Background: an optimization exercise with open tools, aiming at small area and a short achievable clock period. Do not read the settings as production practice. Only simulation tests tie the RTL to the original design; equivalence was not proved. No driver is modelled on the clock port, so clocking that relies on it looks cheaper here than on a real chip. Power is estimated from default activity; no workload was simulated.

[flow/design.v]
module ets_sweep_controller #(
  parameter int RESULT_WIDTH  = 32,
  parameter int DEPTH         = 64,
  parameter int STEP_WIDTH    = 16,
  parameter int SETTLE_CYCLES = 16
) (
  input  logic                    clk,
  input  logic                    reset_n,
  input  logic                    start,
  input  logic                    abort,
  input  logic [STEP_WIDTH-1:0]   step_count,
  output logic                    sampler_request_run,
  input  logic                    sampler_running,
  input  logic                    sampler_result_ready,
  input  logic [RESULT_WIDTH-1:0] sampler_result,
  output logic                    phase_step,
  input  logic                    phase_step_ack,
  output logic                    busy,
  output logic                    done,
  output logic [STEP_WIDTH-1:0]   position,
  input  logic                    rd_en,
  output logic                    rd_valid,
  output logic [RESULT_WIDTH-1:0] rd_data,
  output logic [$clog2(DEPTH):0]  level
);
  localparam int LW   = $clog2(DEPTH) + 1;
  localparam int ROWS = 63;                        
  localparam logic [LW-1:0]         LVL_ONE  = 1;
  localparam logic [STEP_WIDTH-1:0] STEP_ONE = 1;
  localparam logic [3:0]            SET_LOAD = 4'(SETTLE_CYCLES - 1);
  logic s_check, s_wr, s_wack, s_settle, s_drain;   
  logic idle;                                       
  logic [STEP_WIDTH-1:0] count_q;
  logic [3:0]            settle_q;
  logic                  last_q;
  assign idle = ~busy;
  logic abort_eff, to_drain, cnt_nz, full, push, pop, set_last, start_i;
  logic n_check, n_req, n_wr, n_step, n_wack, n_settle, n_drain, n_done, n_busy;
  assign full      = level[LW-1];
  assign cnt_nz    = |step_count;
  assign start_i   = idle & start;
  assign set_last  = (settle_q == 4'd0);
  assign abort_eff = abort & busy & ~s_drain;
  assign to_drain  = abort_eff & ((sampler_request_run & sampler_running) |
                                  (s_wr & ~sampler_result_ready));
  assign push      = s_wr & sampler_result_ready & ~abort;
  assign pop       = rd_en & rd_valid;
  assign n_check  = ~abort_eff & ((start_i & cnt_nz) | (s_check & full) | (s_settle & set_last));
  assign n_req    = ~abort_eff & ((s_check & ~full) | (sampler_request_run & ~sampler_running));
  assign n_wr     = ~abort_eff & ((sampler_request_run & sampler_running) |
                                  (s_wr & ~sampler_result_ready));
  assign n_step   = push & ~last_q;
  assign n_wack   = ~abort_eff & (phase_step | (s_wack & ~phase_step_ack));
  assign n_settle = ~abort_eff & ((s_wack & phase_step_ack) | (s_settle & ~set_last));
  assign n_drain  = to_drain | (s_drain & ~sampler_result_ready);
  assign n_done   = (abort_eff & ~to_drain) | (start_i & ~cnt_nz) | (push & last_q) |
                    (s_drain & sampler_result_ready);
  assign n_busy   = busy ? ~n_done : (start & cnt_nz);
  always_ff @(posedge clk or negedge reset_n) begin
    if (!reset_n) begin
      busy                <= 1'b0;
      done                <= 1'b0;
      s_check             <= 1'b0;
      sampler_request_run <= 1'b0;
      s_wr                <= 1'b0;
      phase_step          <= 1'b0;
      s_wack              <= 1'b0;
      s_settle            <= 1'b0;
      s_drain             <= 1'b0;
      position            <= '0;
    end else begin
      busy                <= n_busy;
      done                <= n_done;
      s_check             <= n_check;
      sampler_request_run <= n_req;
      s_wr                <= n_wr;
      phase_step          <= n_step;
      s_wack              <= n_wack;
      s_settle            <= n_settle;
      s_drain             <= n_drain;
      if (start_i)            position <= '0;
      else if (n_step)        position <= position + STEP_ONE;
    end
  end
  always_ff @(posedge clk) begin
    if (start_i) count_q <= step_count;
    settle_q <= s_wack ? SET_LOAD : settle_q - 4'd1;
    last_q   <= (position + STEP_ONE == count_q);
  end
  logic [LW-1:0] lvl_n;
  logic          ge2_q, ge3, vld_n, ge2_n, h_load, wp_adv, rp_adv;
  logic [7:0]    wh, wl, wh_n, wl_n;
  logic [ROWS-1:0] rring;
  logic [RESULT_WIDTH-1:0] rd_mem;
  assign ge3 = |level[LW-1:2] | (level[1] & level[0]);
  always_comb begin
    lvl_n = level;
    ge2_n = ge2_q;
    if (push & ~pop) begin
      lvl_n = level + LVL_ONE;
      ge2_n = rd_valid;
    end else if (pop & ~push) begin
      lvl_n = level - LVL_ONE;
      ge2_n = ge3;
    end
  end
  assign vld_n = push | ge2_q | (rd_valid & ~rd_en);
  assign h_load = rd_en | ~rd_valid;
  assign rp_adv = ge2_q & rd_en;
  assign wp_adv = push & (ge2_q | (rd_valid & ~rd_en));
  function automatic logic [15:0] ring_next(input logic [7:0] h, input logic [7:0] l);
    logic wrap;
    wrap = l[7] | (h[7] & l[6]);
    ring_next[15:8] = wrap ? {h[6:0], h[7]} : h;
    ring_next[7:0]  = wrap ? 8'd1 : {l[6:0], 1'b0};
  endfunction
  assign {wh_n, wl_n} = ring_next(wh, wl);
  always_ff @(posedge clk or negedge reset_n) begin
    if (!reset_n) begin
      level    <= '0;
      rd_valid <= 1'b0;
      ge2_q    <= 1'b0;
    end else if (start_i) begin
      level    <= '0;
      rd_valid <= 1'b0;
      ge2_q    <= 1'b0;
    end else begin
      level    <= lvl_n;
      rd_valid <= vld_n;
      ge2_q    <= ge2_n;
    end
  end
  always_ff @(posedge clk) begin
    if (start_i) begin
      wh    <= 8'd1;
      wl    <= 8'd1;
      rring <= ROWS'(1);
    end else begin
      if (wp_adv) begin wh <= wh_n; wl <= wl_n; end
      if (rp_adv) rring <= {rring[ROWS-2:0], rring[ROWS-1]};
    end
  end
  logic [RESULT_WIDTH-1:0] rows [ROWS];
  logic [7:0]              wgh;
  logic [ROWS-1:0]         wsel;
  assign wgh = wh & {8{push}};
  always_comb begin
    rd_mem = '0;
    for (int k = 0; k < ROWS; k++) begin
      wsel[k] = wgh[k / 8] & wl[k % 8];
      rd_mem  = rd_mem | (rows[k] & {RESULT_WIDTH{rring[k]}});
    end
  end
  always_ff @(posedge clk) begin
    for (int k = 0; k < ROWS; k++)
      if (wsel[k]) rows[k] <= sampler_result;
    if (h_load) rd_data <= ge2_q ? rd_mem : sampler_result;
  end
endmodule
[flow/flow/run.sh]
#!/bin/bash
# Own layout flow: the standard ORFS flow, with one hook after clock-tree synthesis
# (flow/post_cts.tcl) that puts a buffer next to each flip-flop driving an output port, so the
# long wire to the port's output buffer is not driven by the flip-flop itself.
set -euo pipefail
export POST_CTS_TCL="$PWD/flow/post_cts.tcl"
bash standard.sh > standard_flow.log 2>&1
[flow/flow/post_cts.tcl]
# Runs inside ORFS's CTS step, after its timing repair and legalisation.
set block [ord::get_db_block]
set bmaster [[ord::get_db] findMaster sky130_fd_sc_hd__buf_4]
proc drv_iterm {net} {
  foreach it [$net getITerms] { if {[$it isOutputSignal]} { return $it } }
  return ""
}
set nb 0
foreach bt [$block getBTerms] {
  if {[$bt getIoType] ne "OUTPUT"} { continue }
  set n1 [$bt getNet]
  if {$n1 eq "NULL"} { continue }
  set it [drv_iterm $n1]
  if {$it eq ""} { continue }
  set obuf [$it getInst]
  set obin ""
  foreach i2 [$obuf getITerms] { if {[$i2 isInputSignal]} { set obin $i2 } }
  if {$obin eq ""} { continue }
  set n2 [$obin getNet]
  set it2 [drv_iterm $n2]
  if {$it2 eq ""} { continue }
  set src [$it2 getInst]
  if {![[$src getMaster] isSequential]} { continue }
  incr nb
  set binst [odb::dbInst_create $block $bmaster "obuf_pre_$nb"]
  set nnet [odb::dbNet_create $block "obuf_pre_net_$nb"]
  $obin disconnect
  $obin connect $nnet
  foreach i3 [$binst getITerms] {
    if {[$i3 isInputSignal]} { $i3 connect $n2 }
    if {[$i3 isOutputSignal]} { $i3 connect $nnet }
  }
  set loc [$src getLocation]
  $binst setLocation [lindex $loc 0] [lindex $loc 1]
  $binst setPlacementStatus PLACED
}
puts "post_cts: inserted $nb buffers after output flip-flops"
detailed_placement
estimate_parasitics -placement
repair_timing_helper
detailed_placement
check_placement -verbose
report_worst_slack -max
[flow/standard.sh]
#!/bin/bash
# synth_recipe.tcl (not shown) runs the flow's synth.tcl, then flattens the netlist and writes it again
# the make line also repeats each setting of config.mk as NAME=value (left out here)
make -C /OpenROAD-flow-scripts/flow DESIGN_CONFIG=/design/flow/config.mk WORK_HOME=/design/flow/orfs CLKGATE_MAP_FILE= SYNTH_SCRIPT=/design/flow/synth_recipe.tcl "${@:-finish}"
[flow/config.mk]
export PLATFORM = sky130hd
export DESIGN_NAME = ets_sweep_controller
export DESIGN_NICKNAME = ets_sweep_controller
export VERILOG_FILES = /design/flow/design.v
export SDC_FILE = /design/flow/constraint.sdc
export NUM_CORES = 4
export LEC_CHECK = 0
export CAP_MARGIN = 30
export CORE_MARGIN = 2
export CORE_UTILIZATION = 48
export CTS_CLUSTER_DIAMETER = 60
export CTS_CLUSTER_SIZE = 30
export SETUP_SLACK_MARGIN = 3.0
export SLEW_MARGIN = 30
[flow/constraint.sdc]
create_clock -name core_clock -period 5.5 [get_ports {clk}]
set_input_delay 1.1000 -clock core_clock [delete_from_list [all_inputs] [get_ports {clk}]]
set_output_delay 1.1000 -clock core_clock [all_outputs]
set_load 0.01 [all_outputs]
==> Flow_metrics.wiki, run 1 <==
{| class="wikitable"
! Metric !! Value
|-
| Result of the run || finished clean
|-
| Register area share after synthesis || 0.821
|-
| Worst clock skew || 47.7 ps
|-
| Final weighted congestion in routability-driven placement || 0.893
|-
| Standard cell with the maximum stage delay on the critical path || sky130_fd_sc_hd__a22oi_1
|-
| Placed cell count || 6556
|-
| Highest fanout seen on the critical path || 25
|-
| Number of global-route vias before repair || 47764
|-
| Max cap viols || 0
|-
| Hold slack final || 369 ps
|-
| CP cell instances || a22oi_1 > nand4_1 > nor4_4 > a21oi_1
|-
| Critical Path AT || 3290 ps
|-
| Placement row count || 148
|-
| Fraction of synthesis flops using an asynchronous set or reset pin || 0.0156
|-
| Routed via count || 53197
|-
| HP Class || input port to async pin
|-
| Post-synthesis net count || 4470
|-
| Die Area || 167000 um2
|-
| Setup Total Neg Slack || 0 ps
|-
| EDFF count, synth || 2064
|-
| Fillcell total || 12559
|-
| Non-filler instance count after layout || 7045
|-
| Height of the die || 409 um
|-
| First-pass GRT wire length || 448 mm
|-
| Final count of hold timing violations || 0
|-
| Simple logic cell fraction of the synthesized area || 0.0478
|-
| Detailed router's first-iteration violation count || 11934
|-
| Effective utilization at floorplan || 0.483
|-
| Largest stage delay on the critical path || 680 ps
|-
| Detail Route Antenna Nets || 0
|-
| Most common flop cell mapped by yosys || sky130_fd_sc_hd__edfxtp_1
|-
| Post-synthesis share of cell area spent on full adders, half adders and majority gates || 0.00137
|-
| VDD IR-drop max || 0.000375 V
|-
| Port Buffer Count || 115
|-
| Leakage power total || 28.4 nW
|-
| Setup repair after global routing missed its margin || true
|-
| Count of final max-slew check failures || 0
|-
| Element type at the critical path end || flop
|-
| Gate count of the mapped netlist || 4406
|-
| I/O pin count || 116
|-
| Avg Vias per Cell || 7.55
|-
| Detailed-placement wirelength estimate || 177 mm
|-
| Maximum number of pins on one net before global-route repair || 69
|-
| Worst Path Required || 6030 ps
|-
| Worst slew slack as a fraction of its limit || 0.203
|-
| Routed wire length || 346 mm
|-
| Mux contribution to synthesized area || 0.00284
|-
| Register bit count reported by yosys || 2182
|-
| Clock sink total || 2182
|-
| Area grow syn2layout || 16.1%
|-
| Cell Area, Synth || 78600 um2
|-
| Parity-gate share of the synthesized area counting xor and xnor cells || 0.00413
|-
| Global router's overall resource usage || 0.408
|-
| CTS tree || done
|-
| Final critical path time including I/O delays and setup || 2770 ps
|-
| Share of the clock period used by the worst path after layout || 0.503
|-
| Path type of the worst setup path || flop to flop
|-
| Placeable core area || 163000 um2
|-
| First-pass DRT Iterations || 8
|-
| Fraction of final layout cells with drive strength greater than 1 || 0.193
|-
| Number of nets in the finished design || 4803
|-
| Total power of the final layout || 34.0 mW
|-
| Total global routing overflow || 0
|-
| Average detailed-routed wire length per instance || 49.2 um
|-
| Measured slew at the worst slew-check pin || 1190 ps
|-
| Later-pin clock latency in the skew report || 840 ps
|-
| Synth Area in Compound Gates || 0.107
|-
| Die width || 409 um
|-
| Clock Pin Slew Worst Setup and Hold Paths || 90 ps
|-
| Number of antenna violations at the first check in global routing || 25
|-
| Type of origin of the critical path || flop
|-
| Post-synthesis area per instance || 17.8 um2
|-
| Number of warnings printed during yosys synthesis || 2
|-
| PwrDens || 373 nW/um2
|-
| DRC violations left || 0
|-
| Main combinational cell family by area after synthesis || compound AO/OA/AOI/OAI gates
|-
| Maximum operating frequency || 362 MHz
|-
| Count of different cell masters after synthesis || 66
|-
| Setup violation total in the final timing report || 0
|}
==> report_power, final <==
group / switching [mW] / total, mW / internal, mW
Clock: 6.16 / 11.8 / 5.67
Combinational: 2.20 / 3.48 / 1.28
Sequential: 0.260 / 18.7 / 18.4
==> per-layer routing <==
layer,share of wire,vias to the layer above,GRT usage
met4,0.082,18,0.256
met2,0.42,5854,0.574
met3,0.18,1315,0.170
met1,0.33,26996,0.523
met5,0.00050,-,0.00977
li1,-,19014,-
==> registers in the layout, summed over array words and instances, names as in the netlist, 4 cells and up <==
name and count:
rows 2016, rring 63, rd_data 32, count_q 16
position 16, wh 8, wl 8, level 7
settle_q 4
==> stage by stage <==
stage / util / setup WS [ps] / instance area, um2
finish: 0.561 / 2730 / 91200
detailed placement: 0.511 / 1090 / 83000
global placement: 0.510 / 1150 / 82900
global route: 0.561 / 2840 / 91100
floorplan: - / 2880 / 78900
==> Yosys cell counts (8+ instances only) <==
| library cell | instances | area share |
|---|---|---|
| sky130_fd_sc_hd__nand4_1 | 229 | 0.018 |
| sky130_fd_sc_hd__inv_1 | 12 | 0.00057 |
| sky130_fd_sc_hd__nand2_1 | 185 | 0.0088 |
| sky130_fd_sc_hd__dfrtp_1 | 34 | 0.011 |
| sky130_fd_sc_hd__a22oi_1 | 866 | 0.083 |
| sky130_fd_sc_hd__and3_1 | 64 | 0.0051 |
| sky130_fd_sc_hd__buf_1 | 8 | 0.00038 |
| sky130_fd_sc_hd__nand3_1 | 44 | 0.0028 |
| sky130_fd_sc_hd__mux2i_1 | 20 | 0.0025 |
| sky130_fd_sc_hd__a21oi_1 | 109 | 0.0069 |
| sky130_fd_sc_hd__clkbuf_1 | 287 | 0.014 |
| sky130_fd_sc_hd__nor4_1 | 68 | 0.0054 |
| sky130_fd_sc_hd__dfxtp_1 | 84 | 0.021 |
| sky130_fd_sc_hd__o21ai_0 | 11 | 0.00070 |
| sky130_fd_sc_hd__xnor2_1 | 18 | 0.0020 |
| sky130_fd_sc_hd__nor2_1 | 75 | 0.0036 |
| sky130_fd_sc_hd__a22o_1 | 64 | 0.0071 |
| sky130_fd_sc_hd__a221oi_1 | 64 | 0.0071 |
| sky130_fd_sc_hd__edfxtp_1 | 2064 | 0.79 |
| sky130_fd_sc_hd__xor2_1 | 19 | 0.0021 |
==> worst max-delay path, delay by kind of cell, from the launching register on <==
kind,cells,cell delay (ps)
compound gates,2,920
flops,1,590
simple gates,2,930
==> cell type report, clock buffers not listed <==
type,count,area (um2),share of cell area
Clock inverter,98,1300,0.0143
Timing Repair Buffer,386,3890,0.0427
Sequential cell,2182,64700,0.709
Antenna cell,18,45.0,0.000494
Buffer,60,668,0.00733
Multi-Input combinational cell,1960,14200,0.156
Inverter,13,51.3,0.000563
Tap cell,2175,2720,0.0298
==> final timing paths <==
path                              from      endpoint  slack, ps  depth (start not counted)
setup / recovery             rring[46]   rd_data[25]       2730                          4
hold / removal                 reset_n  position[15]        370                          1
setup reg to reg             rring[46]   rd_data[25]       2730                          4
hold reg to reg            settle_q[0]   settle_q[0]        420                          1
max in group asynchronous      reset_n         ge2_q       4470                          1
min in group core_clock    settle_q[0]   settle_q[0]        420                          1
==> kinds of logic (layout without fill, tap and decap cells) <==
group / count (synthesis) / after routing
flops: 2182 / 2182
compound gates: 1137 / 1137
simple gates: 705 / 756
buf+inv: 315 / 710
xor+xnor: 37 / 37
mux: 22 / 22
fa+ha+maj: 8 / 8
other cells: 0 / 18
==> cells in the final DEF (no fill, tap or decap), types with 9 or more instances in the layout <==
cell and count:
sky130_fd_sc_hd__mux2i_1 20, sky130_fd_sc_hd__xor2_1 18, sky130_fd_sc_hd__buf_6 125, sky130_fd_sc_hd__dfxtp_2 42, sky130_fd_sc_hd__a22o_1 64, sky130_fd_sc_hd__inv_1 11
sky130_fd_sc_hd__dfxtp_4 23, sky130_fd_sc_hd__dfrtp_1 13, sky130_fd_sc_hd__buf_12 59, sky130_fd_sc_hd__a221oi_1 57, sky130_fd_sc_hd__nand2_1 181, sky130_fd_sc_hd__nand3_1 44
sky130_fd_sc_hd__dfxtp_1 19, sky130_fd_sc_hd__and3_4 105, sky130_fd_sc_hd__buf_2 31, sky130_fd_sc_hd__clkbuf_16 143, sky130_fd_sc_hd__edfxtp_1 2064, sky130_fd_sc_hd__nor4_4 13
sky130_fd_sc_hd__clkdlybuf4s50_1 19, sky130_fd_sc_hd__bufinv_16 13, sky130_fd_sc_hd__clkbuf_1 9, sky130_fd_sc_hd__a21oi_1 103, sky130_fd_sc_hd__nor4_2 19, sky130_fd_sc_hd__nor2_1 75
sky130_fd_sc_hd__nand4_1 229, sky130_fd_sc_hd__inv_6 20, sky130_fd_sc_hd__xnor2_1 18, sky130_fd_sc_hd__dfrtp_2 20, sky130_fd_sc_hd__buf_4 206, sky130_fd_sc_hd__clkinv_8 15
sky130_fd_sc_hd__a22oi_1 860, sky130_fd_sc_hd__o21ai_0 9, sky130_fd_sc_hd__nor4_1 36, sky130_fd_sc_hd__diode_2 18
==> run 2: changes to the inputs <==
==> flow/flow/run.sh (replaced) <==
#!/bin/bash
# Own layout flow: the standard ORFS flow, with one hook after clock-tree synthesis
# (flow/post_cts.tcl) that puts a buffer next to each flip-flop driving an output port, so the
# long wire to the port's output buffer is not driven by the flip-flop itself.
# Ports are buffered with buf_4 (instead of a delay cell) and sizing may change footprints.
set -euo pipefail
export POST_CTS_TCL="$PWD/flow/post_cts.tcl"
export BUFFER_PORTS_ARGS="-buffer_cell sky130_fd_sc_hd__buf_4"
bash standard.sh MATCH_CELL_FOOTPRINT=0 finish > standard_flow.log 2>&1
==> Flow_metrics.wiki, run 2 <==
{| class="wikitable"
! Metric !! Value
|-
| Combinational power share || 0.098 (-0.004)
|-
| Parity-gate share of the synthesized area counting xor and xnor cells || 0.00413 (unchanged)
|-
| Max FFs per register || 2016 (unchanged)
|-
| Worst setup path start || wl[5]
|-
| Number of global-route vias before repair || 46931 (-1.7%)
|-
| Later-pin clock latency in the skew report || 860 ps (+20 ps)
|-
| Maximum operating frequency || 372 MHz (+2.8%)
|-
| Number of nets in the finished design || 4725 (-1.6%)
|-
| Routed wire length || 332 mm (-4.0%)
|-
| Routing layer with the top usage in global route || met2
|-
| Critical Path AT || 3230 ps (-60 ps)
|-
| Reg-to-reg critical path startpoint || wl[5]
|-
| Leakage power total || 27.9 nW (-1.7%)
|-
| Number of warnings printed during yosys synthesis || 2 (unchanged)
|-
| Total power of the final layout || 33.4 mW (-1.7%)
|-
| Cell types with the highest counts after synthesis || 2064 x sky130_fd_sc_hd__edfxtp_1, 866 x sky130_fd_sc_hd__a22oi_1, 287 x sky130_fd_sc_hd__clkbuf_1
|-
| Post-synthesis net count || 4470 (unchanged)
|-
| End of the worst register-to-register path || rows[53][9]
|-
| Worst setup margin || 2810 ps (+74.2 ps)
|-
| Fraction of power consumed by the clock network || 0.342 (-0.006)
|-
| Commonest cells after routing, fill and taps aside || 2064 x sky130_fd_sc_hd__edfxtp_1, 863 x sky130_fd_sc_hd__a22oi_1, 229 x sky130_fd_sc_hd__nand4_1
|-
| Placed cell count || 6537 (-0.29%)
|-
| DRC violations left || 0 (unchanged)
|-
| Worst clock skew || 52.2 ps (+4.50 ps)
|-
| Cell Area, Synth || 78600 um2 (unchanged)
|-
| Placeable core area || 163000 um2 (unchanged)
|-
| Detail Route Antenna Nets || 0 (unchanged)
|-
| Area grow syn2layout || 14.5%
|-
| Global-route met1 utilization || 0.516 (-0.00655)
|-
| Highest fanout seen on the critical path || 15 (-40%)
|-
| Switching part of the total power || 0.251 (-0.00260)
|-
| First-pass GRT wire length || 433 mm (-3.4%)
|-
| Fraction of final layout cells with drive strength greater than 1 || 0.179 (-0.0139)
|-
| Share of the clock period used by the worst path after layout || 0.489 (-0.0135)
|-
| Die width || 409 um (unchanged)
|-
| Post-synthesis share of cell area spent on full adders, half adders and majority gates || 0.00137 (unchanged)
|-
| Synth Area in Compound Gates || 0.107 (unchanged)
|-
| Number of antenna violations at the first check in global routing || 19 (-24%)
|-
| EDFF count, synth || 2064 (unchanged)
|-
| Path type of the worst setup path || flop to flop
|-
| Setup slack on the worst flop-to-flop path || 2810 ps (+70 ps)
|-
| First-pass DRT Iterations || 6 (-2)
|-
| Most common flop cell mapped by yosys || sky130_fd_sc_hd__edfxtp_1
|-
| Detailed-placement wirelength estimate || 175 mm (-1.1%)
|-
| Gate count of the mapped netlist || 4406 (unchanged)
|-
| Setup repair after global routing missed its margin || true
|-
| Count of final max-slew check failures || 0 (unchanged)
|-
| Library cell with the highest instance count after synthesis || sky130_fd_sc_hd__edfxtp_1
|-
| Simple logic cell fraction of the synthesized area || 0.0478 (unchanged)
|-
| Sequential fraction of design power || 0.560 (+0.010)
|-
| Worst Path Required || 6040 ps (about the same)
|-
| Register bank with the most flops || rows
|-
| Height of the die || 409 um (unchanged)
|-
| Non-filler instance count after layout || 6954 (-1.3%)
|-
| Maximum number of pins on one net before global-route repair || 65 (-5.8%)
|-
| Fillcell total || 12568 (+0.072%)
|-
| Average detailed-routed wire length per instance || 47.8 um (-2.8%)
|-
| I/O pin count || 116 (unchanged)
|-
| Cell type with the highest aggregate area in the netlist || sky130_fd_sc_hd__edfxtp_1
|-
| Avg Vias per Cell || 7.49 (-0.85%)
|-
| Fraction of synthesis flops using an asynchronous set or reset pin || 0.0156 (unchanged)
|-
| Area share of the largest cell type after synthesis || 0.789 (unchanged)
|-
| M3 GR Usage || 0.142 (-0.0280)
|-
| Port Buffer Count || 115 (unchanged)
|-
| Register area share after synthesis || 0.821 (unchanged)
|-
| Routed via count || 52065 (-2.1%)
|-
| Commonest non-fill, non-tap cell in the layout || sky130_fd_sc_hd__edfxtp_1
|-
| Largest stage delay on the critical path || 1030 ps (+350 ps)
|-
| Effective utilization at floorplan || 0.483 (unchanged)
|-
| Worst slew slack as a fraction of its limit || 0.214 (+0.0110)
|-
| Global router's overall resource usage || 0.392 (-0.0162)
|-
| Detailed router's first-iteration violation count || 11078 (-7.2%)
|-
| PwrDens || 372 nW/um2 (-0.35%)
|-
| Measured slew at the worst slew-check pin || 1180 ps (-14.8 ps)
|-
| Type of origin of the critical path || flop
|-
| Sw power || 8.39 mW (-2.7%)
|-
| Worst Reg-to-Reg Cells || 2 (-2)
|-
| Final weighted congestion in routability-driven placement || 0.902 (+1.0%)
|-
| Setup violation total in the final timing report || 0 (unchanged)
|-
| Mux contribution to synthesized area || 0.00284 (unchanged)
|-
| Result of the run || finished clean
|-
| Pre-CTS setup slack || 1780 ps (+694 ps)
|-
| Element type at the critical path end || flop
|-
| Die Area || 167000 um2 (unchanged)
|-
| Grt met2 use || 0.567 (-0.00681)
|-
| Biggest regs || rows x2016, rring x63, rd_data x32
|-
| Clock sink total || 2182 (unchanged)
|-
| Depth of the critical timing path with buffers and inverters included || 2 (-2)
|-
| Count of different cell masters after synthesis || 66 (unchanged)
|-
| Final critical path time including I/O delays and setup || 2690 ps (-74.2 ps)
|-
| Placement row count || 148 (unchanged)
|-
| Post-synthesis area per instance || 17.8 um2 (unchanged)
|-
| Setup Total Neg Slack || 0 ps (unchanged)
|-
| Total global routing overflow || 0 (unchanged)
|-
| Standard cell with the maximum stage delay on the critical path || sky130_fd_sc_hd__dfxtp_1
|-
| Register bit count reported by yosys || 2182 (unchanged)
|-
| Area contributors post-synth || sky130_fd_sc_hd__edfxtp_1 79%, sky130_fd_sc_hd__a22oi_1 8.3%, sky130_fd_sc_hd__dfxtp_1 2.1%, sky130_fd_sc_hd__nand4_1 1.8%, sky130_fd_sc_hd__clkbuf_1 1.4%
|-
| Internal || 25.0 mW (-1.4%)
|-
| End point of the critical path || rows[53][9]
|-
| Final count of hold timing violations || 0 (unchanged)
|-
| VDD IR-drop max || 0.000345 V (-8.0%)
|-
| CTS tree || done
|-
| Cell family contributing the most delay on the critical path || flip-flops
|-
| CP cell instances || and3_2 > buf_4
|-
| Max cap viols || 0 (unchanged)
|-
| Number of buffer and inverter instances along the worst setup path || 1 (+1)
|-
| Clock Pin Slew Worst Setup and Hold Paths || 90 ps (about the same)
|-
| HP Class || input port to async pin
|-
| Main combinational cell family by area after synthesis || compound AO/OA/AOI/OAI gates
|}
## run 2: worst min path at each step
| stage | from | endpoint | slack, ps | cells after the start |
|---|---|---|---|---|
| floorplan | settle_q[0] | settle_q[0] | 380 | 1 |
| global placement | settle_q[0] | settle_q[0] | 390 | 1 |
| detailed placement | settle_q[0] | settle_q[0] | 400 | 1 |
| global route | reset_n | level[1] | 250 | 1 |
| finish | reset_n | level[1] | 240 | 1 |
## run 2: power groups by stage
stage	logic (mW)	registers, mW	clock network, mW
finish	3.27	18.7	11.4
global route	3.36	18.7	12.0
detailed placement	2.37	19.2	0
global placement	2.35	19.2	0
floorplan	1.03	19.0	0
## run 2: cell families after synthesis
| family | Yosys count |
|---|---|
| DFF | 2182 |
| AOI/OAI and AO/OA | 1137 |
| and+or+nand+nor | 705 |
| buffers and inverters | 315 |
| xor gates and xnor gates | 37 |
| muxes | 22 |
| adders and majority gates | 8 |
## run 2: metal layers
layer | up-vias | routed length [um]
met5 | - | 134
met3 | 1166 | 56700
met4 | 18 | 23600
met1 | 26493 | 110000
met2 | 5596 | 141000
li1 | 18792 | -
## run 2: worst register-to-register path, delay by kind of cell (launching register included)
family	cells	cell delay (ps)
buffers and inverters	1	390
DFF	1	1030
and+or+nand+nor	1	980
## run 2: final cells by class, clock buffers not listed
class | count | area (um2) | area share
Antenna cell | 8 | 20.0 | 0.000223
Buffer | 60 | 668 | 0.00743
Clock inverter | 93 | 1190 | 0.0133
Inverter | 13 | 50.0 | 0.000556
Multi-Input combinational cell | 1938 | 13900 | 0.154
Sequential cell | 2182 | 64700 | 0.719
Tap cell | 2175 | 2720 | 0.0303
Timing Repair Buffer | 333 | 3240 | 0.0360
## run 2: through the flow
step	utilization	hold slack [ps]	cell area (um2)
2_1_floorplan	-	382	78900
3_3_place_gp	0.507	394	82500
3_5_place_dp	0.508	396	82700
5_1_grt	0.553	254	89900
6_report	0.553	239	89900
==> run 3: changes to the inputs <==
==> flow/flow/run.sh (replaced) <==
#!/bin/bash
# Own layout flow: the standard ORFS flow, with one hook after clock-tree synthesis
# (flow/post_cts.tcl) that buffers flip-flop outputs with many loads next to the flip-flop,
# then repairs timing again.
# Ports are buffered with buf_4 (instead of a delay cell) and sizing may change footprints.
set -euo pipefail
export POST_CTS_TCL="$PWD/flow/post_cts.tcl"
export BUFFER_PORTS_ARGS="-buffer_cell sky130_fd_sc_hd__buf_4"
bash standard.sh MATCH_CELL_FOOTPRINT=0 finish > standard_flow.log 2>&1
==> flow/flow/post_cts.tcl (replaced) <==
# Runs inside ORFS's CTS step, after its timing repair and legalisation. The resizer leaves
# flip-flops that drive many loads slow, so each flip-flop output with several loads gets a
# buffer placed next to the flip-flop that takes over those loads; then timing is repaired
# again.
set block [ord::get_db_block]
set bmaster [[ord::get_db] findMaster sky130_fd_sc_hd__buf_6]
set nb 0
foreach inst [$block getInsts] {
  set m [$inst getMaster]
  if {![$m isSequential]} { continue }
  foreach it [$inst getITerms] {
    if {![$it isOutputSignal]} { continue }
    set net [$it getNet]
    if {$net eq "NULL"} { continue }
    if {[$net getSigType] eq "CLOCK"} { continue }
    set loads [expr {[llength [$net getITerms]] - 1 + [llength [$net getBTerms]]}]
    if {$loads < 4} { continue }
    incr nb
    set binst [odb::dbInst_create $block $bmaster "ffbuf_$nb"]
    set nnet [odb::dbNet_create $block "ffbuf_net_$nb"]
    $it disconnect
    $it connect $nnet
    foreach bi [$binst getITerms] {
      if {[$bi isInputSignal]} { $bi connect $nnet }
      if {[$bi isOutputSignal]} { $bi connect $net }
    }
    set loc [$inst getLocation]
    $binst setLocation [lindex $loc 0] [lindex $loc 1]
    $binst setPlacementStatus PLACED
  }
}
puts "post_cts: buffered $nb flip-flop outputs"
detailed_placement
estimate_parasitics -placement
repair_timing_helper
detailed_placement
check_placement -verbose
report_worst_slack -max
==> Flow_metrics.wiki, run 3 <==
{| class="wikitable"
! Metric !! Value
|-
| Result of the run || finished clean
|-
| CP cell instances || buf_6
|-
| Number of warnings printed during yosys synthesis || 2 (unchanged)
|-
| Placement row count || 148 (unchanged)
|-
| Worst Path Required || 4400 ps (-1640 ps)
|-
| Effective utilization at floorplan || 0.483 (unchanged)
|-
| Post-synthesis net count || 4470 (unchanged)
|-
| Gate count of the mapped netlist || 4406 (unchanged)
|-
| Die Area || 167000 um2 (unchanged)
|-
| Fraction of synthesis flops using an asynchronous set or reset pin || 0.0156 (unchanged)
|-
| PwrDens || 368 nW/um2 (-0.95%)
|-
| Total global routing overflow || 0 (unchanged)
|-
| Detail Route Antenna Nets || 0 (unchanged)
|-
| Multi-input gate area in the final layout || 13800 um2 (-0.28%)
|-
| Commonest non-fill, non-tap cell in the layout || sky130_fd_sc_hd__edfxtp_1
|-
| Height of the die || 409 um (unchanged)
|-
| Placeable core area || 163000 um2 (unchanged)
|-
| VDD IR-drop max || 0.000353 V (+2.4%)
|-
| Later-pin clock latency in the skew report || 850 ps (about the same)
|-
| Worst slew slack as a fraction of its limit || 0.224 (+0.0105)
|-
| Reg-to-reg critical path startpoint || rring[51]
|-
| Count of different cell masters after synthesis || 66 (unchanged)
|-
| Number of global-route vias before repair || 46915 (-0.034%)
|-
| Cell area after placement || 82700 um2 (unchanged)
|-
| Area share of the largest cell type after synthesis || 0.789 (unchanged)
|-
| Switching part of the total power || 0.251 (about the same)
|-
| Die width || 409 um (unchanged)
|-
| Measured slew at the worst slew-check pin || 1160 ps (-15.8 ps)
|-
| Number of nets in the finished design || 4717 (-0.17%)
|-
| Share of the clock period used by the worst path after layout || 0.491 (+0.00207)
|-
| Number of buffer and inverter instances along the worst setup path || 1 (unchanged)
|-
| Pre-CTS setup slack || 1780 ps (unchanged)
|-
| Final weighted congestion in routability-driven placement || 0.902 (unchanged)
|-
| Cell types with the highest counts after synthesis || 2064 x sky130_fd_sc_hd__edfxtp_1, 866 x sky130_fd_sc_hd__a22oi_1, 287 x sky130_fd_sc_hd__clkbuf_1
|-
| Post-synthesis area per instance || 17.8 um2 (unchanged)
|-
| Combinational power share || 0.091 (-0.007)
|-
| Fraction of final layout cells with drive strength greater than 1 || 0.177 (-0.00201)
|-
| EDFF count, synth || 2064 (unchanged)
|-
| Sw power || 8.31 mW (-1.0%)
|-
| Parity-gate share of the synthesized area counting xor and xnor cells || 0.00413 (unchanged)
|-
| Setup slack on the worst flop-to-flop path || 2910 ps (+100 ps)
|-
| Hold slack final || 243 ps (+3.42 ps)
|-
| Register bank with the most flops || rows
|-
| Cell Area, Synth || 78600 um2 (unchanged)
|-
| Cell type with the highest aggregate area in the netlist || sky130_fd_sc_hd__edfxtp_1
|-
| DRC violations left || 0 (unchanged)
|-
| Final critical path time including I/O delays and setup || 2700 ps (+11.4 ps)
|-
| Detailed-placement wirelength estimate || 175 mm (unchanged)
|-
| HP Class || input port to async pin
|-
| Clock sink total || 2182 (unchanged)
|-
| Biggest regs || rows x2016, rring x63, rd_data x32
|-
| Avg Vias per Cell || 7.48 (about the same)
|-
| End of the worst register-to-register path || rd_data[8]
|-
| CTS tree || done
|-
| Post-synthesis share of cell area spent on full adders, half adders and majority gates || 0.00137 (unchanged)
|-
| Worst Reg-to-Reg Cells || 6 (+4)
|-
| Average detailed-routed wire length per instance || 47.9 um (+0.15%)
|-
| Internal || 24.7 mW (-1.1%)
|-
| Largest stage delay on the critical path || 570 ps (-460 ps)
|-
| Max cap viols || 0 (unchanged)
|-
| Final standard cell area without fillers || 89800 um2 (-0.16%)
|-
| Max FFs per register || 2016 (unchanged)
|-
| Worst clock skew || 48.1 ps (-4.05 ps)
|-
| Register bit count reported by yosys || 2182 (unchanged)
|-
| Fraction of power consumed by the clock network || 0.346 (+0.004)
|-
| Most common flop cell mapped by yosys || sky130_fd_sc_hd__edfxtp_1
|-
| Maximum number of pins on one net before global-route repair || 65 (unchanged)
|-
| Highest fanout seen on the critical path || 1 (-14)
|-
| Final count of hold timing violations || 0 (unchanged)
|-
| Simple logic cell fraction of the synthesized area || 0.0478 (unchanged)
|-
| Global router's overall resource usage || 0.392 (about the same)
|-
| Setup violation total in the final timing report || 0 (unchanged)
|-
| Area contributors post-synth || sky130_fd_sc_hd__edfxtp_1 79%, sky130_fd_sc_hd__a22oi_1 8.3%, sky130_fd_sc_hd__dfxtp_1 2.1%, sky130_fd_sc_hd__nand4_1 1.8%, sky130_fd_sc_hd__clkbuf_1 1.4%
|-
| Depth of the critical timing path with buffers and inverters included || 1 (-1)
|-
| Routed via count || 51973 (-0.18%)
|-
| FF+latch area || 64600 um2 (about the same)
|-
| Main combinational cell family by area after synthesis || compound AO/OA/AOI/OAI gates
|-
| Critical Path AT || 1600 ps (-1630 ps)
|-
| Mux contribution to synthesized area || 0.00284 (unchanged)
|-
| Clock Pin Slew Worst Setup and Hold Paths || 80 ps (about the same)
|-
| Cell family contributing the most delay on the critical path || flip-flops
|-
| I/O pin count || 116 (unchanged)
|-
| Standard cell with the maximum stage delay on the critical path || sky130_fd_sc_hd__edfxtp_1
|-
| First-pass DRT Iterations || 6 (unchanged)
|-
| Port Buffer Count || 115 (unchanged)
|-
| Library cell with the highest instance count after synthesis || sky130_fd_sc_hd__edfxtp_1
|-
| Fillcell total || 12601 (+0.26%)
|-
| First-pass GRT wire length || 434 mm (about the same)
|-
| Commonest cells after routing, fill and taps aside || 2064 x sky130_fd_sc_hd__edfxtp_1, 863 x sky130_fd_sc_hd__a22oi_1, 229 x sky130_fd_sc_hd__nand4_1
|-
| Path type of the worst setup path || flop to output port
|-
| Number of antenna violations at the first check in global routing || 18 (-1)
|-
| Register area share after synthesis || 0.821 (unchanged)
|-
| Sequential fraction of design power || 0.563 (+0.003)
|-
| Synth Area in Compound Gates || 0.107 (unchanged)
|-
| Setup repair after global routing missed its margin || true
|-
| Leakage power total || 27.9 nW (-0.20%)
|-
| Routed wire length || 332 mm (about the same)
|-
| Maximum operating frequency || 370 MHz (-0.42%)
|-
| Detailed router's first-iteration violation count || 11172 (+0.85%)
|-
| Element type at the critical path end || output port
|-
| Worst setup margin || 2800 ps (-11.4 ps)
|-
| Type of origin of the critical path || flop
|-
| Share of the core filled with cells in the final layout || 0.552 (-0.000877)
|-
| Setup Total Neg Slack || 0 ps (unchanged)
|-
| Count of final max-slew check failures || 0 (unchanged)
|-
| Area grow syn2layout || 14.3%
|}
## run 3: cell counts after synthesis
Identical to the previous run, type by type.
## run 3: per-layer routing
metal / vias to the layer above / GRT usage / wire, um
met5: - / 0.00431 / 345
met4: 18 / 0.217 / 24400
met3: 1164 / 0.141 / 55900
met2: 5391 / 0.566 / 141000
met1: 26614 / 0.516 / 111000
li1: 18786 / - / -
## run 3: layout make-up, clock buffers not listed
type,instances,share of cell area
diodes,9,0.000251
plain buffers,68,0.00853
clock inverters,93,0.0133
inverters,13,0.000557
multi-input cells,1938,0.154
flip-flops and latches,2182,0.720
well taps,2175,0.0303
repair buffers,317,0.0340
## run 3: per-stage QoR
stage	power, mW	std cells
final	33.1	6947
after global routing	33.6	6938
after global placement	21.5	6530
after detailed placement	21.5	6537
after floorplan	20.0	4406
## run 3: cells by family (layout without fill, tap and decap cells)
logic type / Yosys count / in the layout
flops: 2182 / 2182
compound gates: 1137 / 1137
simple gates: 705 / 734
buf+inv: 315 / 643
xor+xnor: 37 / 37
mux: 22 / 22
fa+ha+maj: 8 / 8
other cells: 0 / 9
## run 3: worst max path at each step
stage	start	to	slack, ps
6_report	rd_data[24]	rd_data[24]	2800
5_1_grt	rd_data[24]	rd_data[24]	2790
3_5_place_dp	sampler_result_ready	rows[45][27]	1780
3_3_place_gp	sampler_result_ready	rows[51][22]	1780
2_1_floorplan	sampler_result_ready	level[6]	2890
## run 3: power groups by stage
stage	Clock (mW)	Combinational, mW	Sequential [mW]
6_report	11.4	3.00	18.6
3_5_place_dp	0	2.37	19.2
3_3_place_gp	0	2.35	19.2
5_1_grt	12.0	3.06	18.6
2_1_floorplan	0	1.03	19.0
==> run 4: changes to the inputs <==
==> flow/flow/run.sh (replaced) <==
#!/bin/bash
# Own layout flow: the standard ORFS flow, with one hook after clock-tree synthesis
# (flow/post_cts.tcl) that moves output-port buffers next to the flip-flops that feed them and
# buffers flip-flop outputs with many loads next to the flip-flop, then repairs timing again.
# Ports are buffered with buf_4 (instead of a delay cell) and sizing may change footprints.
set -euo pipefail
export POST_CTS_TCL="$PWD/flow/post_cts.tcl"
export BUFFER_PORTS_ARGS="-buffer_cell sky130_fd_sc_hd__buf_4"
bash standard.sh MATCH_CELL_FOOTPRINT=0 finish > standard_flow.log 2>&1
--- a/flow/flow/post_cts.tcl
+++ b/flow/flow/post_cts.tcl
@@ -1,7 +1,35 @@
-# Runs inside ORFS's CTS step, after its timing repair and legalisation. The resizer leaves
-# flip-flops that drive many loads slow, so each flip-flop output with several loads gets a
-# buffer placed next to the flip-flop that takes over those loads; then timing is repaired
-# again.
+# Runs inside ORFS's CTS step, after its timing repair and legalisation.
+# 1. An output port's buffer whose input comes straight from a flip-flop (and nothing else) is
+#    moved next to that flip-flop, so the buffer, not the flip-flop, drives the wire to the pin.
+# 2. The resizer leaves flip-flops that drive many loads slow, so each flip-flop output with
+#    several loads gets a buffer placed next to the flip-flop that takes over those loads.
+# Then cells are legalised and timing is repaired again.
 set block [ord::get_db_block]
+proc drv_iterm {net} {
+  foreach it [$net getITerms] { if {[$it isOutputSignal]} { return $it } }
+  return ""
+}
+set nm 0
+foreach bt [$block getBTerms] {
+  if {[$bt getIoType] ne "OUTPUT"} { continue }
+  set n1 [$bt getNet]
+  if {$n1 eq "NULL"} { continue }
+  set it [drv_iterm $n1]
+  if {$it eq ""} { continue }
+  set obuf [$it getInst]
+  set obin ""
+  foreach i2 [$obuf getITerms] { if {[$i2 isInputSignal]} { set obin $i2 } }
+  if {$obin eq ""} { continue }
+  set n2 [$obin getNet]
+  if {[llength [$n2 getITerms]] != 2 || [llength [$n2 getBTerms]] != 0} { continue }
+  set it2 [drv_iterm $n2]
+  if {$it2 eq ""} { continue }
+  set src [$it2 getInst]
+  if {![[$src getMaster] isSequential]} { continue }
+  set loc [$src getLocation]
+  $obuf setLocation [lindex $loc 0] [lindex $loc 1]
+  incr nm
+}
+puts "post_cts: moved $nm output buffers next to their flip-flops"
 set bmaster [[ord::get_db] findMaster sky130_fd_sc_hd__buf_6]
 set nb 0
--- a/flow/config.mk
+++ b/flow/config.mk
@@ -9,6 +9,6 @@
 export CORE_MARGIN = 2
 export CORE_UTILIZATION = 48
-export CTS_CLUSTER_DIAMETER = 60
-export CTS_CLUSTER_SIZE = 30
+export CTS_CLUSTER_DIAMETER = 100
+export CTS_CLUSTER_SIZE = 25
 export SETUP_SLACK_MARGIN = 3.0
 export SLEW_MARGIN = 30
==> Flow_metrics.wiki, run 4 <==
{| class="wikitable"
! Metric !! Value
|-
| Result of the run || finished clean
|-
| Critical Path AT || 3100 ps (+1500 ps)
|-
| Post-synthesis area per instance || 17.8 um2 (unchanged)
|-
| Setup violation total in the final timing report || 0 (unchanged)
|-
| Maximum operating frequency || 382 MHz (+3.3%)
|-
| Clock sink total || 2182 (unchanged)
|-
| Measured slew at the worst slew-check pin || 1160 ps (-6.32 ps)
|-
| Highest fanout seen on the critical path || 3 (+2)
|-
| Cell area after placement || 82700 um2 (unchanged)
|-
| Max FFs per register || 2016 (unchanged)
|-
| Routed wire length || 331 mm (-0.44%)
|-
| Setup repair after global routing missed its margin || true
|-
| Cell type with the highest aggregate area in the netlist || sky130_fd_sc_hd__edfxtp_1
|-
| Die width || 409 um (unchanged)
|-
| Area grow syn2layout || 12.6%
|-
| Worst clock skew || 34.1 ps (-14.0 ps)
|-
| Cell types with the highest counts after synthesis || 2064 x sky130_fd_sc_hd__edfxtp_1, 866 x sky130_fd_sc_hd__a22oi_1, 287 x sky130_fd_sc_hd__clkbuf_1
|-
| I/O pin count || 116 (unchanged)
|-
| Element type at the critical path end || flop
|-
| Fraction of final layout cells with drive strength greater than 1 || 0.162 (-0.0158)
|-
| Biggest regs || rows x2016, rring x63, rd_data x32
|-
| Routed via count || 51650 (-0.62%)
|-
| Placeable core area || 163000 um2 (unchanged)
|-
| Total power of the final layout || 30.2 mW (-8.6%)
|-
| DRC violations left || 0 (unchanged)
|-
| Register bit count reported by yosys || 2182 (unchanged)
|-
| Non-filler instance count after layout || 6911 (-0.52%)
|-
| Detailed router's first-iteration violation count || 11373 (+1.8%)
|-
| Type of origin of the critical path || flop
|-
| Clock Pin Slew Worst Setup and Hold Paths || 100 ps (+20 ps)
|-
| Number of global-route vias before repair || 46879 (-0.077%)
|-
| Path type of the worst setup path || flop to flop
|-
| Standard cell with the maximum stage delay on the critical path || sky130_fd_sc_hd__a22oi_1
|-
| Final critical path time including I/O delays and setup || 2620 ps (-85.4 ps)
|-
| Area share of the largest cell type after synthesis || 0.789 (unchanged)
|-
| Share of the clock period used by the worst path after layout || 0.476 (-0.0155)
|-
| Fraction of synthesis flops using an asynchronous set or reset pin || 0.0156 (unchanged)
|-
| CP cell instances || a22oi_1 > nand4_1 > nor4_4 > a21oi_1
|-
| Number of nets in the finished design || 4720 (+0.064%)
|-
| Total global routing overflow || 0 (unchanged)
|-
| Number of warnings printed during yosys synthesis || 2 (unchanged)
|-
| Gate count of the mapped netlist || 4406 (unchanged)
|-
| Placement row count || 148 (unchanged)
|-
| Height of the die || 409 um (unchanged)
|-
| Count of final max-slew check failures || 0 (unchanged)
|-
| Most common flop cell mapped by yosys || sky130_fd_sc_hd__edfxtp_1
|-
| Detailed-placement wirelength estimate || 175 mm (unchanged)
|-
| Effective utilization at floorplan || 0.483 (unchanged)
|-
| Post-synthesis net count || 4470 (unchanged)
|-
| PwrDens || 342 nW/um2 (-7.2%)
|-
| VDD IR-drop max || 0.000258 V (-27%)
|-
| Cell Area, Synth || 78600 um2 (unchanged)
|-
| Final standard cell area without fillers || 88500 um2 (-1.5%)
|-
| Library cell with the highest instance count after synthesis || sky130_fd_sc_hd__edfxtp_1
|-
| Fillcell total || 12736 (+1.1%)
|-
| Die Area || 167000 um2 (unchanged)
|-
| Register bank with the most flops || rows
|-
| Max cap viols || 0 (unchanged)
|-
| Register area share after synthesis || 0.821 (unchanged)
|-
| Maximum number of pins on one net before global-route repair || 65 (unchanged)
|-
| Largest stage delay on the critical path || 730 ps (+160 ps)
|-
| Avg Vias per Cell || 7.47 (-0.10%)
|-
| Count of different cell masters after synthesis || 66 (unchanged)
|-
| Detail Route Antenna Nets || 0 (unchanged)
|-
| Worst Path Required || 5980 ps (+1580 ps)
|-
| Setup Total Neg Slack || 0 ps (unchanged)
|-
| Worst setup margin || 2880 ps (+85.4 ps)
|-
| Area contributors post-synth || sky130_fd_sc_hd__edfxtp_1 79%, sky130_fd_sc_hd__a22oi_1 8.3%, sky130_fd_sc_hd__dfxtp_1 2.1%, sky130_fd_sc_hd__nand4_1 1.8%, sky130_fd_sc_hd__clkbuf_1 1.4%
|-
| HP Class || input port to async pin
|-
| Port Buffer Count || 115 (unchanged)
|-
| First-pass DRT Iterations || 6 (unchanged)
|-
| Number of antenna violations at the first check in global routing || 14 (-4)
|-
| Leakage power total || 27.2 nW (-2.4%)
|-
| Commonest cells after routing, fill and taps aside || 2064 x sky130_fd_sc_hd__edfxtp_1, 863 x sky130_fd_sc_hd__a22oi_1, 252 x sky130_fd_sc_hd__buf_4
|-
| CTS tree || done
|-
| Commonest non-fill, non-tap cell in the layout || sky130_fd_sc_hd__edfxtp_1
|-
| Global router's overall resource usage || 0.390 (-0.00187)
|-
| EDFF count, synth || 2064 (unchanged)
|-
| Final weighted congestion in routability-driven placement || 0.902 (unchanged)
|-
| Worst slew slack as a fraction of its limit || 0.229 (+0.00422)
|-
| Final count of hold timing violations || 0 (unchanged)
|-
| Placed cell count || 6537 (unchanged)
|-
| Average detailed-routed wire length per instance || 47.9 um (about the same)
|-
| Pre-CTS setup slack || 1780 ps (unchanged)
|-
| Later-pin clock latency in the skew report || 790 ps (-60 ps)
|-
| First-pass GRT wire length || 433 mm (-0.25%)
|}
==> run 4: cell counts after synthesis <==
Identical to the previous run, type by type.
==> run 4: metrics by stage <==
step                hold WS [ps]  utilization
floorplan                    382            -
global placement             394        0.507
detailed placement           396        0.508
global route                 316        0.544
finish                       281        0.544
==> run 4: final cells by class, clock buffers not listed <==
class | count | area, um2 | area share
diodes | 16 | 40.0 | 0.000453
repair buffers | 348 | 3570 | 0.0404
clock inverters | 8 | 108 | 0.00122
well taps | 2175 | 2720 | 0.0308
inverters | 13 | 50.0 | 0.000566
plain buffers | 74 | 833 | 0.00942
multi-input cells | 1939 | 13800 | 0.156
flip-flops and latches | 2182 | 64600 | 0.731
==> run 4: path summary, 6_finish.rpt <==
path	startpoint	slack, ps	to	depth (start not counted)
max	rring[17]	2880	rd_data[7]	4
min	reset_n	280	position[15]	1
max reg2reg	rring[17]	2880	rd_data[7]	4
min reg2reg	settle_q[0]	420	settle_q[0]	1
max in group asynchronous	reset_n	4850	position[11]	1
min in group core_clock	settle_q[0]	420	settle_q[0]	1
==> run 4: power by group <==
group	internal, mW	total, mW	switching (mW)	leakage (nW)
Combinational	0.935	3.03	2.10	6.10
Sequential	18.4	18.5	0.118	19.7
Clock	3.45	8.64	5.19	1.35
==> run 4: metal layers <==
metal | routed length (um) | vias up | GRT usage
li1 | - | 18712 | -
met2 | 140000 | 5339 | 0.558
met5 | 92 | - | 0
met4 | 24700 | 14 | 0.229
met1 | 111000 | 26426 | 0.513
met3 | 55400 | 1159 | 0.141
==> run 4: worst max-delay path: cells and delay by family, from the launching register on <==
kind	cells	cell delay [ps]
compound gates	2	990
flops	1	400
simple gates	2	930
==> run 4: kinds of logic after synthesis <==
kind of cell / synth area share
flip-flops: 0.821
multiplexers: 0.00284
AND/OR/NAND/NOR: 0.0478
buffers and inverters: 0.0154
adder cells (fa/ha/maj): 0.00137
XOR/XNOR: 0.00413
AO/OA/AOI/OAI: 0.107
==> run 5: changes to the inputs <==
==> flow/flow/post_cts.tcl (replaced) <==
# Runs inside ORFS's CTS step, after its timing repair and legalisation. The resizer leaves
# flip-flops slow when they drive long wires or many loads, so for each flip-flop output:
# 1. every output-port buffer it feeds is moved next to the flip-flop, so the buffer, not the
#    flip-flop, drives the wire to the pin;
# 2. if it has several other loads, a buffer placed next to the flip-flop takes them over.
# Then cells are legalised and timing is repaired again.
set block [ord::get_db_block]
set bmaster [[ord::get_db] findMaster sky130_fd_sc_hd__buf_6]
proc is_port_buffer {inst} {
  foreach it [$inst getITerms] {
    if {[$it isOutputSignal]} {
      set n [$it getNet]
      if {$n ne "NULL" && [llength [$n getBTerms]] > 0} { return 1 }
    }
  }
  return 0
}
set nm 0
set nb 0
foreach inst [$block getInsts] {
  if {![[$inst getMaster] isSequential]} { continue }
  set loc [$inst getLocation]
  foreach it [$inst getITerms] {
    if {![$it isOutputSignal]} { continue }
    set net [$it getNet]
    if {$net eq "NULL" || [$net getSigType] eq "CLOCK"} { continue }
    set others {}
    foreach ld [$net getITerms] {
      if {$ld eq $it} { continue }
      set li [$ld getInst]
      if {[is_port_buffer $li]} {
        $li setLocation [lindex $loc 0] [lindex $loc 1]
        incr nm
      } else {
        lappend others $ld
      }
    }
    if {[llength $others] + [llength [$net getBTerms]] < 4 || [llength [$net getBTerms]] > 0} { continue }
    incr nb
    set binst [odb::dbInst_create $block $bmaster "ffbuf_$nb"]
    set nnet [odb::dbNet_create $block "ffbuf_net_$nb"]
    foreach ld $others {
      $ld disconnect
      $ld connect $nnet
    }
    foreach bi [$binst getITerms] {
      if {[$bi isInputSignal]} { $bi connect $net }
      if {[$bi isOutputSignal]} { $bi connect $nnet }
    }
    $binst setLocation [lindex $loc 0] [lindex $loc 1]
    $binst setPlacementStatus PLACED
  }
}
puts "post_cts: moved $nm output buffers, buffered $nb flip-flop outputs"
detailed_placement
estimate_parasitics -placement
repair_timing_helper
detailed_placement
check_placement -verbose
report_worst_slack -max
==> Flow_metrics.wiki, run 5 <==
{| class="wikitable"
! Metric !! Value
|-
| Result of the run || finished clean
|-
| Avg Vias per Cell || 7.50 (+0.36%)
|-
| Worst Reg-to-Reg Cells || 6 (+2)
|-
| Routed wire length || 332 mm (+0.22%)
|-
| Average detailed-routed wire length per instance || 48.0 um (+0.31%)
|-
| First-pass GRT wire length || 433 mm (about the same)
|-
| Area contributors post-synth || sky130_fd_sc_hd__edfxtp_1 79%, sky130_fd_sc_hd__a22oi_1 8.3%, sky130_fd_sc_hd__dfxtp_1 2.1%, sky130_fd_sc_hd__nand4_1 1.8%, sky130_fd_sc_hd__clkbuf_1 1.4%
|-
| Cell types with the highest counts after synthesis || 2064 x sky130_fd_sc_hd__edfxtp_1, 866 x sky130_fd_sc_hd__a22oi_1, 287 x sky130_fd_sc_hd__clkbuf_1
|-
| Cell Area, Synth || 78600 um2 (unchanged)
|-
| Worst slew slack as a fraction of its limit || 0.230 (+0.00152)
|-
| EDFF count, synth || 2064 (unchanged)
|-
| Placement row count || 148 (unchanged)
|-
| Commonest non-fill, non-tap cell in the layout || sky130_fd_sc_hd__edfxtp_1
|-
| Placed cell count || 6537 (unchanged)
|-
| Library cell with the highest instance count after synthesis || sky130_fd_sc_hd__edfxtp_1
|-
| Final critical path time including I/O delays and setup || 2580 ps (-37.5 ps)
|-
| Biggest regs || rows x2016, rring x63, rd_data x32
|-
| Die Area || 167000 um2 (unchanged)
|-
| Fraction of synthesis flops using an asynchronous set or reset pin || 0.0156 (unchanged)
|-
| Critical Path AT || 3090 ps (about the same)
|-
| Setup repair after global routing missed its margin || false
|-
| Port Buffer Count || 115 (unchanged)
|-
| Effective utilization at floorplan || 0.483 (unchanged)
|-
| HP Class || input port to async pin
|-
| Final count of hold timing violations || 0 (unchanged)
|-
| Register area share after synthesis || 0.821 (unchanged)
|-
| Height of the die || 409 um (unchanged)
|-
| VDD IR-drop max || 0.000263 V (+2.0%)
|-
| Cell type with the highest aggregate area in the netlist || sky130_fd_sc_hd__edfxtp_1
|-
| Post-synthesis area per instance || 17.8 um2 (unchanged)
|-
| Area grow syn2layout || 12.5%
|-
| Placeable core area || 163000 um2 (unchanged)
|-
| Number of global-route vias before repair || 46666 (-0.45%)
|-
| Post-synthesis net count || 4470 (unchanged)
|-
| Later-pin clock latency in the skew report || 800 ps (about the same)
|-
| Number of warnings printed during yosys synthesis || 2 (unchanged)
|-
| Final weighted congestion in routability-driven placement || 0.902 (unchanged)
|-
| Cell area after placement || 82700 um2 (unchanged)
|-
| DRC violations left || 0 (unchanged)
|-
| Max FFs per register || 2016 (unchanged)
|-
| First-pass DRT Iterations || 6 (unchanged)
|-
| Detail Route Antenna Nets || 0 (unchanged)
|-
| Leakage power total || 27.1 nW (-0.22%)
|-
| Maximum operating frequency || 388 MHz (+1.5%)
|-
| Commonest cells after routing, fill and taps aside || 2064 x sky130_fd_sc_hd__edfxtp_1, 863 x sky130_fd_sc_hd__a22oi_1, 253 x sky130_fd_sc_hd__buf_4
|-
| Cell repeated most along the worst path || sky130_fd_sc_hd__buf_6
|-
| Most common flop cell mapped by yosys || sky130_fd_sc_hd__edfxtp_1
|-
| Depth of the critical timing path with buffers and inverters included || 6 (+2)
|-
| Number of buffer and inverter instances along the worst setup path || 2 (+2)
|-
| Number of nets in the finished design || 4711 (-0.19%)
|-
| CP cell instances || buf_6 > buf_6 > a22oi_1 > nand4_1 > nor4_2 > a21oi_1
|-
| Detailed router's first-iteration violation count || 11364 (-0.079%)
|-
| Share of the clock period used by the worst path after layout || 0.469 (-0.00683)
|-
| Non-filler instance count after layout || 6905 (-0.087%)
|-
| Count of different cell masters after synthesis || 66 (unchanged)
|-
| Measured slew at the worst slew-check pin || 1150 ps (-2.29 ps)
|-
| Gate count of the mapped netlist || 4406 (unchanged)
|-
| Cell family contributing the most delay on the critical path || simple AND/OR/NAND/NOR gates
|-
| Count of final max-slew check failures || 0 (unchanged)
|-
| Fraction of final layout cells with drive strength greater than 1 || 0.160 (-0.00160)
|-
| Global router's overall resource usage || 0.390 (about the same)
|-
| Detailed-placement wirelength estimate || 175 mm (unchanged)
|-
| Register bit count reported by yosys || 2182 (unchanged)
|-
| Largest stage delay on the critical path || 480 ps (-250 ps)
|-
| Routed via count || 51792 (+0.27%)
|-
| PwrDens || 342 nW/um2 (about the same)
|-
| Number of antenna violations at the first check in global routing || 21 (+7)
|-
| Max cap viols || 0 (unchanged)
|-
| Highest fanout seen on the critical path || 26 (+23)
|-
| Element type at the critical path end || flop
|-
| Total global routing overflow || 0 (unchanged)
|-
| Setup violation total in the final timing report || 0 (unchanged)
|-
| Fillcell total || 12745 (+0.071%)
|-
| Worst clock skew || 35.5 ps (+1.35 ps)
|-
| Standard cell with the maximum stage delay on the critical path || sky130_fd_sc_hd__nor4_2
|-
| I/O pin count || 116 (unchanged)
|-
| Type of origin of the critical path || flop
|-
| Path type of the worst setup path || flop to flop
|-
| Maximum number of pins on one net before global-route repair || 65 (unchanged)
|-
| Clock Pin Slew Worst Setup and Hold Paths || 100 ps (about the same)
|-
| Worst Path Required || 6010 ps (+30 ps)
|-
| Register bank with the most flops || rows
|-
| Area share of the largest cell type after synthesis || 0.789 (unchanged)
|-
| Die width || 409 um (unchanged)
|-
| Final standard cell area without fillers || 88400 um2 (-0.12%)
|-
| CTS tree || done
|-
| Setup Total Neg Slack || 0 ps (unchanged)
|-
| Clock sink total || 2182 (unchanged)
|}
[run 5: cell types whose count changed in the layout (fill, tap and decap cells not counted)]
cell / previous run / this run
sky130_fd_sc_hd__buf_6: 104 / 94
sky130_fd_sc_hd__diode_2: 16 / 19
sky130_fd_sc_hd__nor4_1: 49 / 50
sky130_fd_sc_hd__dfrtp_2: 17 / 18
sky130_fd_sc_hd__buf_4: 252 / 253
sky130_fd_sc_hd__dfrtp_1: 16 / 15
sky130_fd_sc_hd__nor4_2: 11 / 10
[run 5: layout make-up, clock buffers not listed]
class	count	area (um2)	area share
clock inverter	8	108	0.00122
sequential	2182	64600	0.731
antenna	19	47.5	0.000538
tap	2175	2720	0.0308
multi-input combinational	1939	13800	0.156
buffer	69	777	0.00879
inverter	13	50.0	0.000566
timing repair buffer	344	3520	0.0399
[run 5: routing by layer]
layer | vias up | track usage | routed length (um) | share of wire
met4 | 28 | 0.221 | 24600 | 0.074
met1 | 26367 | 0.512 | 110000 | 0.33
li1 | 18697 | - | - | -
met2 | 5483 | 0.564 | 141000 | 0.42
met5 | - | 0.000287 | 192 | 0.00058
met3 | 1217 | 0.141 | 55900 | 0.17
[run 5: path summary, 6_finish.rpt]
kind	start	to	slack, ps
worst min-delay path	reset_n	position[9]	270
max in group asynchronous	reset_n	position[11]	4860
worst min register to register	settle_q[0]	settle_q[0]	420
worst max register to register	rring[52]	rd_data[0]	2920
min in group core_clock	settle_q[0]	settle_q[0]	420
worst max-delay path	rring[52]	rd_data[0]	2920
[run 5: cells by family after synthesis]
family          after synthesis  synth area share
fa+ha+maj                     8           0.00137
xor+xnor                     37           0.00413
compound gates             1137             0.107
flops                      2182             0.821
simple gates                705            0.0478
mux                          22           0.00284
buf+inv                     315            0.0154
[run 5: report_power, final]
part / switching [mW] / total [mW] / internal, mW
clock network: 5.18 / 8.64 / 3.45
registers: 0.121 / 18.5 / 18.4
logic: 2.10 / 3.01 / 0.905
[run 5: through the flow]
step                total power [mW]  setup WS [ps]  utilization  hold slack, ps
finish                          30.2           2920        0.544             274
global route                    30.7           3010        0.543             313
detailed placement              21.5           1780        0.508             396
global placement                21.5           1780        0.507             394
floorplan                       20.0           2890            -             382
==> run 6: changes to the inputs <==
--- a/flow/config.mk
+++ b/flow/config.mk
@@ -8,5 +8,5 @@
 export CAP_MARGIN = 30
 export CORE_MARGIN = 2
-export CORE_UTILIZATION = 48
+export CORE_UTILIZATION = 52
 export CTS_CLUSTER_DIAMETER = 100
 export CTS_CLUSTER_SIZE = 25
==> Flow_metrics.wiki, run 6 <==
{| class="wikitable"
! Metric !! Value
|-
| Result of the run || finished clean
|-
| Number of warnings printed during yosys synthesis || 2 (unchanged)
|-
| HP Class || input port to async pin
|-
| Setup repair after global routing missed its margin || true
|-
| Highest fanout seen on the critical path || 14 (-46%)
|-
| Total global routing overflow || 0 (unchanged)
|-
| Number of nets in the finished design || 4706 (-0.11%)
|-
| Die width || 393 um (-3.9%)
|-
| Leakage power total || 27.1 nW (-0.24%)
|-
| Commonest non-fill, non-tap cell in the layout || sky130_fd_sc_hd__edfxtp_1
|-
| Path type of the worst setup path || flop to flop
|-
| Die Area || 154000 um2 (-7.6%)
|-
| Final weighted congestion in routability-driven placement || 0.864 (-4.2%)
|-
| Pre-CTS setup slack || 1920 ps (+136 ps)
|-
| Post-synthesis area per instance || 17.8 um2 (unchanged)
|-
| Max cap viols || 0 (unchanged)
|-
| Count of different cell masters after synthesis || 66 (unchanged)
|-
| Clock Pin Slew Worst Setup and Hold Paths || 110 ps (about the same)
|-
| Register bank with the most flops || rows
|-
| Library cell with the highest instance count after synthesis || sky130_fd_sc_hd__edfxtp_1
|-
| PwrDens || 340 nW/um2 (-0.54%)
|-
| Commonest cells after routing, fill and taps aside || 2064 x sky130_fd_sc_hd__edfxtp_1, 862 x sky130_fd_sc_hd__a22oi_1, 248 x sky130_fd_sc_hd__buf_4
|-
| Synth Area in Compound Gates || 0.107 (unchanged)
|-
| Area grow syn2layout || 12.2%
|-
| CTS tree || done
|-
| Number of global-route vias before repair || 46507 (-0.34%)
|-
| Routed wire length || 326 mm (-1.7%)
|-
| Simple logic cell fraction of the synthesized area || 0.0478 (unchanged)
|-
| Register area share after synthesis || 0.821 (unchanged)
|-
| Main combinational cell family by area after synthesis || compound AO/OA/AOI/OAI gates
|-
| Depth of the critical timing path with buffers and inverters included || 6 (unchanged)
|-
| Setup violation total in the final timing report || 0 (unchanged)
|-
| Max FFs per register || 2016 (unchanged)
|-
| Number of buffer and inverter instances along the worst setup path || 2 (unchanged)
|-
| Post-synthesis net count || 4470 (unchanged)
|-
| Detailed router's first-iteration violation count || 10952 (-3.6%)
|-
| Final critical path time including I/O delays and setup || 2560 ps (-18.9 ps)
|-
| Worst Reg-to-Reg Cells || 6 (unchanged)
|-
| Count of final max-slew check failures || 0 (unchanged)
|-
| Setup Total Neg Slack || 0 ps (unchanged)
|-
| I/O pin count || 116 (unchanged)
|-
| Worst slew slack as a fraction of its limit || 0.229 (-0.00137)
|-
| Worst clock skew || 37.8 ps (+2.29 ps)
|-
| Share of the clock period used by the worst path after layout || 0.466 (-0.00343)
|-
| Gate count of the mapped netlist || 4406 (unchanged)
|-
| Avg Vias per Cell || 7.59 (+1.2%)
|-
| Hold slack final || 292 ps (+18.4 ps)
|-
| Measured slew at the worst slew-check pin || 1160 ps (+2.06 ps)
|-
| Fillcell total || 11198 (-12%)
|}
-- run 6: cell count changes in the layout (fill, tap and decap cells not counted), moves of 4 or more --
| cell | previous run | this run |
|---|---|---|
| sky130_fd_sc_hd__nor4_1 | 50 | 38 |
| sky130_fd_sc_hd__nor4_2 | 10 | 22 |
| sky130_fd_sc_hd__diode_2 | 19 | 8 |
| sky130_fd_sc_hd__dfxtp_4 | 9 | 16 |
| sky130_fd_sc_hd__clkbuf_1 | 56 | 50 |
| sky130_fd_sc_hd__dfxtp_2 | 54 | 48 |
| sky130_fd_sc_hd__buf_4 | 253 | 248 |
| sky130_fd_sc_hd__and3_4 | 88 | 92 |
-- run 6: kinds of logic after synthesis --
| logic type | Yosys count |
|---|---|
| AOI/OAI and AO/OA | 1137 |
| xor gates and xnor gates | 37 |
| adders and majority gates | 8 |
| buffers and inverters | 315 |
| DFF | 2182 |
| muxes | 22 |
| and+or+nand+nor | 705 |
-- run 6: metrics by stage --
| step | utilization | instance area, um2 | cells | total power [mW] |
|---|---|---|---|---|
| after floorplan | - | 78900 | 4406 | 20.0 |
| after global placement | 0.548 | 82200 | 6351 | 21.5 |
| after detailed placement | 0.548 | 82200 | 6353 | 21.5 |
| after global routing | 0.587 | 88100 | 6714 | 30.5 |
| final | 0.588 | 88100 | 6721 | 29.9 |
-- run 6: metal layers --
layer	routed length (um)	part of all wire	GRT usage
met4	25600	0.079	0.261
met3	55100	0.17	0.144
met1	108000	0.33	0.558
met5	123	0.00038	0.000957
met2	137000	0.42	0.599
-- run 6: final cells by class, clock buffers not listed --
class	count	area, um2	share of cell area
antenna	8	20.0	0.000227
multi-input combinational	1941	13900	0.158
buffer	75	845	0.00959
timing repair buffer	332	3380	0.0383
sequential	2182	64700	0.734
clock inverter	4	50.0	0.000568
inverter	13	51.3	0.000582
tap	2016	2520	0.0286
-- run 6: worst min path at each step --
| stage | cells past startpoint | start | slack (ps) | to |
|---|---|---|---|---|
| floorplan | 1 | settle_q[0] | 380 | settle_q[0] |
| global placement | 1 | settle_q[0] | 400 | settle_q[0] |
| detailed placement | 1 | settle_q[0] | 400 | settle_q[0] |
| global route | 1 | reset_n | 330 | level[1] |
| finish | 1 | reset_n | 290 | ge2_q |
-- run 6: worst reg2reg max path: stages, from the launching register on --
cell	delay (ps)
sky130_fd_sc_hd__dfxtp_4	350
sky130_fd_sc_hd__buf_6	200
sky130_fd_sc_hd__buf_4	320
sky130_fd_sc_hd__a22oi_1	530
sky130_fd_sc_hd__nand4_1	300
sky130_fd_sc_hd__nor4_2	440
sky130_fd_sc_hd__a21oi_1	170
-- run 6: report_power, final --
| group | internal (mW) | switching, mW |
|---|---|---|
| Combinational | 0.867 | 2.08 |
| Clock | 3.41 | 5.05 |
| Sequential | 18.4 | 0.116 |
| Total | 22.7 | 7.24 |

[separate check: timing with driven ports]
In the flow no input, the clock included, has a driving cell. The finished layouts below were timed again as built, in two steps. Step 1 (the two cells are an assumption about what drives the block):
set clk [get_ports {clk}]
set_driving_cell -lib_cell sky130_fd_sc_hd__clkbuf_16 $clk
set_driving_cell -lib_cell sky130_fd_sc_hd__buf_2 [delete_from_list [all_inputs] $clk]
Step 2 also shifts input and output timing later by t, the mid clock arrival at the registers, as if the neighbouring blocks saw the same clock. Three values: no drivers, after step 1, after step 2; two values: the first two.
run | shift t [ns] | setup WS [ns] | clock arrival spread, ns
run 1 | 0.906 | 2.734 / 2.734 / 2.252 | 0.056 / 0.056
run 2 | 0.907 | 2.808 / 2.782 / 2.200 | 0.063 / 0.063
run 3 | 0.910 | 2.797 / 2.713 / 2.220 | 0.061 / 0.061
run 4 | 0.853 | 2.882 / 2.882 / 2.221 | 0.053 / 0.052
run 5 | 0.859 | 2.920 / 2.920 / 2.254 | 0.052 / 0.051
run 6 | 0.838 | 2.939 / 2.939 / 2.177 | 0.042 / 0.042
After both steps every run listed still meets setup and hold. The setup slack of run 6, which loses most, moves by 0.000 ns with the drivers and by -0.762 ns with both steps.
